What follows belongs to an exercise in optimizing a design on an open flow for small area, a short achievable clock period and few clock cycles per item; a production flow would make more cautious choices. Only simulation tests tie the RTL to the original design; equivalence was not proved.

==> flow/design.v (excerpt) <==
module polyline_length_accumulator_core (
    input  logic        i_clk,
    input  logic        i_rst_n,
    input  logic        i_in_valid,
    output logic        o_in_stall,
    input  logic [15:0] i_in_x,
    input  logic [15:0] i_in_y,
    input  logic        i_in_last,
    output logic        o_out_valid,
    input  logic        i_out_stall,
    output logic [31:0] o_out_length,
    output logic [15:0] o_out_count
);
==> flow/config.mk <==
export PLATFORM = sky130hd
export DESIGN_NAME = polyline_length_accumulator_core
export DESIGN_NICKNAME = polyline_length_accumulator_core
export VERILOG_FILES = /design/flow/design.v
export SDC_FILE = /design/flow/constraint.sdc
export NUM_CORES = 4
export LEC_CHECK = 0
export ABC_AREA = 1
export CAP_MARGIN = 20
export CORE_MARGIN = 2
export CORE_UTILIZATION = 40
export CTS_BUF_LIST = sky130_fd_sc_hd__clkbuf_16
export CTS_CLUSTER_DIAMETER = 80
export CTS_CLUSTER_SIZE = 30
export SLEW_MARGIN = 20
==> flow/constraint.sdc <==
create_clock -name core_clock -period 10.0 [get_ports {i_clk}]
set_input_delay 2.0000 -clock core_clock [delete_from_list [all_inputs] [get_ports {i_clk}]]
set_output_delay 2.0000 -clock core_clock [all_outputs]
set_load 0.01 [all_outputs]
standard.sh (not shown) runs the stock make flow with config.mk's settings and CLKGATE_MAP_FILE= SYNTH_SCRIPT=/design/flow/synth_recipe.tcl, a recipe that flattens the netlist after the stock synthesis.
==> flow/flow/run.sh <==
#!/bin/bash
# the standard layout (the standard.sh: unchanged synthesis, floorplan,
# placement, clock tree, routing) with two changes to how it is made:
# - every input and output port still gets its buffer, but a plain buf_2
#   instead of the delay-cell buffer that buffer_ports picks by itself
# - timing repair aims at a shorter period than the clock's: setup repair
#   keeps going until each path has the margin below, instead of stopping
#   once the 10 ns clock is met
bash standard.sh SETUP_SLACK_MARGIN=6.6 TNS_END_PERCENT=100 \
    "BUFFER_PORTS_ARGS=-buffer_cell sky130_fd_sc_hd__buf_2" finish > standard.log 2>&1
Testbench counts at the start, summed over its fixed seeds: cycles 7,029, points 6,831.
Next try:
--- a/flow/flow/run.sh
+++ b/flow/flow/run.sh
@@ -7,4 +7,4 @@
 #   keeps going until each path has the margin below, instead of stopping
 #   once the 10 ns clock is met
-bash standard.sh SETUP_SLACK_MARGIN=6.6 TNS_END_PERCENT=100 \
+bash standard.sh SETUP_SLACK_MARGIN=6.5 TNS_END_PERCENT=100 \
     "BUFFER_PORTS_ARGS=-buffer_cell sky130_fd_sc_hd__buf_2" finish > standard.log 2>&1
ABC_AREA = not set   (was 1)
Via count came out lower by 14%; die area came out lower by 4.3%; routed wire length came out lower by 15%; design area came out lower by 4.1%; clock skew came out lower by 0.0077 ns; final cell count came out lower by 15%; worst hold slack is better by 0.013 ns; first-iteration DRC count came out lower by 47%; non-clock buffer count came out lower by 7.
Next try:
ABC_AREA = 1   (was not set)
GPL_ROUTABILITY_DRIVEN = 0   (was not set)
Wire length increases by 18%.
Final area is higher by 1.6%.
Clock skew rose by 0.012 ns.
Setup slack gains 1.2 ns.
Global-route usage came out higher by 1.8 points.


polyline_length_accumulator_core, a different RTL version from the one above (not shown whole).
For scale: about 4700 cells after synthesis, about 87 I/O pins, about 0.039 mm2 of cells after synthesis.
clock: 10.0 ns
lec_check: 0
abc_area: 1
cap_margin: 20
core_margin: 2
core_utilization: 40
slew_margin: 20
==> flow/flow/run.sh <==
#!/bin/bash
# the standard layout (the standard.sh: unchanged synthesis, floorplan,
# placement, clock tree, routing), with its timing repair aimed at a shorter
# period than the clock's: setup repair keeps going until each path has the
# margin below, instead of stopping once the 10 ns clock is met
bash standard.sh SETUP_SLACK_MARGIN=7.2 TNS_END_PERCENT=100 finish > standard.log 2>&1
The first run went through all stages and came out clean.
Testbench counts at the start, summed over its fixed seeds: cycles 7,066, points 6,831.
Edit:
==> flow/flow/run.sh (replaced) <==
#!/bin/bash
# the standard layout (the standard.sh: unchanged synthesis, floorplan,
# placement, clock tree, routing) with two changes to how it is made:
# - every input and output port still gets its buffer, but a plain buf_2
#   instead of the delay-cell buffer that buffer_ports picks by itself
# - timing repair aims at a shorter period than the clock's: setup repair
#   keeps going until each path has the margin below, instead of stopping
#   once the 10 ns clock is met
bash standard.sh SETUP_SLACK_MARGIN=6.7 TNS_END_PERCENT=100 \
    "BUFFER_PORTS_ARGS=-buffer_cell sky130_fd_sc_hd__buf_2" finish > standard.log 2>&1
--- a/flow/config.mk
+++ b/flow/config.mk
@@ -11,2 +11,5 @@
 export CORE_UTILIZATION = 40
+export CTS_BUF_LIST = sky130_fd_sc_hd__clkbuf_16
+export CTS_CLUSTER_DIAMETER = 80
+export CTS_CLUSTER_SIZE = 30
 export SLEW_MARGIN = 20
Effect:
- The changed run completed without violations
- global-route usage falls by 1.7 points
- worst hold slack gains 0.0034 ns
- cell area shrinks by 9.7%
- cell count is lower by 3.9%
- clock skew went up by 0.0057 ns
Edit:
==> flow/flow/run.sh (replaced) <==
#!/bin/bash
# the standard layout (the standard.sh: unchanged synthesis, floorplan,
# placement, clock tree, routing), with its timing repair aimed at a shorter
# period than the clock's: setup repair keeps going until each path has the
# margin below, instead of stopping once the 10 ns clock is met
bash standard.sh SETUP_SLACK_MARGIN=${MARGIN:-6.5} TNS_END_PERCENT=100 finish > standard.log 2>&1
Effect:
- The changed run ran to the end with no violations
- design area goes down by a few percent
- global-route usage goes down by 0.53 points
- non-clock buffer count goes down by 70
Edit:
--- a/flow/flow/run.sh
+++ b/flow/flow/run.sh
@@ -5,2 +5,2 @@
 # margin below, instead of stopping once the 10 ns clock is met
-bash standard.sh SETUP_SLACK_MARGIN=${MARGIN:-6.5} TNS_END_PERCENT=100 finish > standard.log 2>&1
+bash standard.sh SETUP_SLACK_MARGIN=6.8 TNS_END_PERCENT=100 finish > standard.log 2>&1
--- a/flow/config.mk
+++ b/flow/config.mk
@@ -11,5 +11,2 @@
 export CORE_UTILIZATION = 40
-export CTS_BUF_LIST = sky130_fd_sc_hd__clkbuf_16
-export CTS_CLUSTER_DIAMETER = 80
-export CTS_CLUSTER_SIZE = 30
 export SLEW_MARGIN = 20
Result: Setup slack improves by 0.020 ns; routed wire length increases by 8.7%; first-iteration DRC count rises by 2.8%; die area is unchanged; final area came out higher by 9.4%; global-route usage goes up by 1.4 points.


Starting RTL as in the previous note.
// polyline_length_accumulator_core
module polyline_length_accumulator_core (
    input  logic        i_clk,
    input  logic        i_rst_n,
    input  logic        i_in_valid,
    output logic        o_in_stall,
    input  logic [15:0] i_in_x,
    input  logic [15:0] i_in_y,
    input  logic        i_in_last,
    output logic        o_out_valid,
    input  logic        i_out_stall,
    output logic [31:0] o_out_length,
    output logic [15:0] o_out_count
);
    logic        xfer;
    logic [16:0] root;
    logic        seg, last;
    pla_ctrl #(.M(3)) u_ctrl (
        .i_clk        (i_clk),
        .i_rst_n      (i_rst_n),
        .i_in_valid   (i_in_valid),
        .i_in_last    (i_in_last),
        .o_in_stall   (o_in_stall),
        .o_xfer       (xfer),
        .i_root       (root),
        .i_seg        (seg),
        .i_last       (last),
        .o_out_valid  (o_out_valid),
        .i_out_stall  (i_out_stall),
        .o_out_length (o_out_length),
        .o_out_count  (o_out_count)
    );
    pla_dp u_dp (
        .i_clk     (i_clk),
        .i_rst_n   (i_rst_n),
        .i_xfer    (xfer),
        .i_in_x    (i_in_x),
        .i_in_y    (i_in_y),
        .i_in_last (i_in_last),
        .o_root    (root),
        .o_seg     (seg),
        .o_last    (last)
    );
endmodule
==> flow/config.mk <==
export PLATFORM = sky130hd
export DESIGN_NAME = polyline_length_accumulator_core
export DESIGN_NICKNAME = polyline_length_accumulator_core
export VERILOG_FILES = /design/flow/design.v
export SDC_FILE = /design/flow/constraint.sdc
export NUM_CORES = 4
export LEC_CHECK = 0
export ABC_AREA = 1
export CAP_MARGIN = 20
export CORE_MARGIN = 2
export CORE_UTILIZATION = 40
export CTS_BUF_LIST = sky130_fd_sc_hd__clkbuf_4 sky130_fd_sc_hd__clkbuf_8
export CTS_CLUSTER_SIZE = 25
export SLEW_MARGIN = 20
==> flow/constraint.sdc <==
create_clock -name core_clock -period 10.0 [get_ports {i_clk}]
set_input_delay 2.0000 -clock core_clock [delete_from_list [all_inputs] [get_ports {i_clk}]]
set_output_delay 2.0000 -clock core_clock [all_outputs]
set_load 0.01 [all_outputs]
==> flow/flow/run.sh <==
#!/bin/bash
# the standard layout (the standard.sh: unchanged synthesis, floorplan,
# placement, clock tree, routing), with its timing repair aimed at a shorter
# period than the clock's: setup repair keeps going until each path has the
# margin below, instead of stopping once the 10 ns clock is met
bash standard.sh SETUP_SLACK_MARGIN=${MARGIN:-6.5} TNS_END_PERCENT=100 finish > standard.log 2>&1
The first run went through all stages and came out clean.
Testbench counts at the start, summed over its fixed seeds: cycles 7,066, points 6,831.
Next try:
==> flow/flow/run.sh (replaced) <==
#!/bin/bash
# the standard layout (the standard.sh: unchanged synthesis, floorplan,
# placement, clock tree, routing) with two changes to how it is made:
# - every input and output port still gets its buffer, but a plain buf_2
#   instead of the delay-cell buffer that buffer_ports picks by itself
# - timing repair aims at a shorter period than the clock's: setup repair
#   keeps going until each path has the margin below, instead of stopping
#   once the 10 ns clock is met
bash standard.sh SETUP_SLACK_MARGIN=6.5 TNS_END_PERCENT=100 \
    "BUFFER_PORTS_ARGS=-buffer_cell sky130_fd_sc_hd__buf_2" finish > standard.log 2>&1
--- a/flow/config.mk
+++ b/flow/config.mk
@@ -6,9 +6,9 @@
 export NUM_CORES = 4
 export LEC_CHECK = 0
-export ABC_AREA = 1
 export CAP_MARGIN = 20
 export CORE_MARGIN = 2
 export CORE_UTILIZATION = 40
-export CTS_BUF_LIST = sky130_fd_sc_hd__clkbuf_4 sky130_fd_sc_hd__clkbuf_8
-export CTS_CLUSTER_SIZE = 25
+export CTS_BUF_LIST = sky130_fd_sc_hd__clkbuf_16
+export CTS_CLUSTER_DIAMETER = 80
+export CTS_CLUSTER_SIZE = 30
 export SLEW_MARGIN = 20
What happened: The changed run passed the timing, design-rule and antenna checks. Clock skew climbs by 22 ps. Wire length drops by 9.0%. Cell area drops by 5.3%. Die area drops by 5.3%. First-iteration DRC count drops by 27%. Worst setup slack is worse by 850 ps. Synthesized area drops by 5.4%.

re-timing with driven ports:
Ports are ideal in the flow. The routed layouts listed here were re-timed in OpenROAD.
Step 1 sets driving cells, clkbuf_16 on the clock port and buf_2 on the other inputs (assumed; they add their load-dependent delay and slew).
Step 2, shift: input delay + t, output delay - t, t = (earliest + latest rising clock arrival at the registers) / 2. This alone moves slack from input paths to output paths.
Three values: ideal ports, drivers, drivers and shift; two values: the first two.
| run | t (ns) | setup WS [ns] | cell pins on the clock port's net |
|---|---|---|---|
| the first run of note 1 | 0.640 | 6.489 / 6.489 / 6.188 | 1 |
| the second run of note 1 | 0.651 | 5.251 / 5.251 / 5.251 | 1 |
| the third run of note 1 | 0.645 | 6.454 / 6.454 / 6.182 | 1 |
| the first run of note 2 | 0.695 | 6.661 / 6.661 / 6.407 | 1 |
| the second run of note 2 | 0.657 | 6.689 / 6.689 / 6.213 | 1 |
| the third run of note 2 | 0.652 | 6.551 / 6.487 / 6.000 | 1 |
| the fourth run of note 2 | 0.681 | 6.571 / 6.571 / 6.175 | 1 |
| the first run of note 3 | 0.780 | 6.549 / 6.521 / 5.873 | 1 |
| the second run of note 3 | 0.656 | 5.699 / 5.699 / 5.699 | 1 |
After both steps every run listed still meets setup and hold. For the first run of note 3, which loses most, drivers alone change the setup slack by -0.028 ns; drivers and shift together by -0.676 ns.
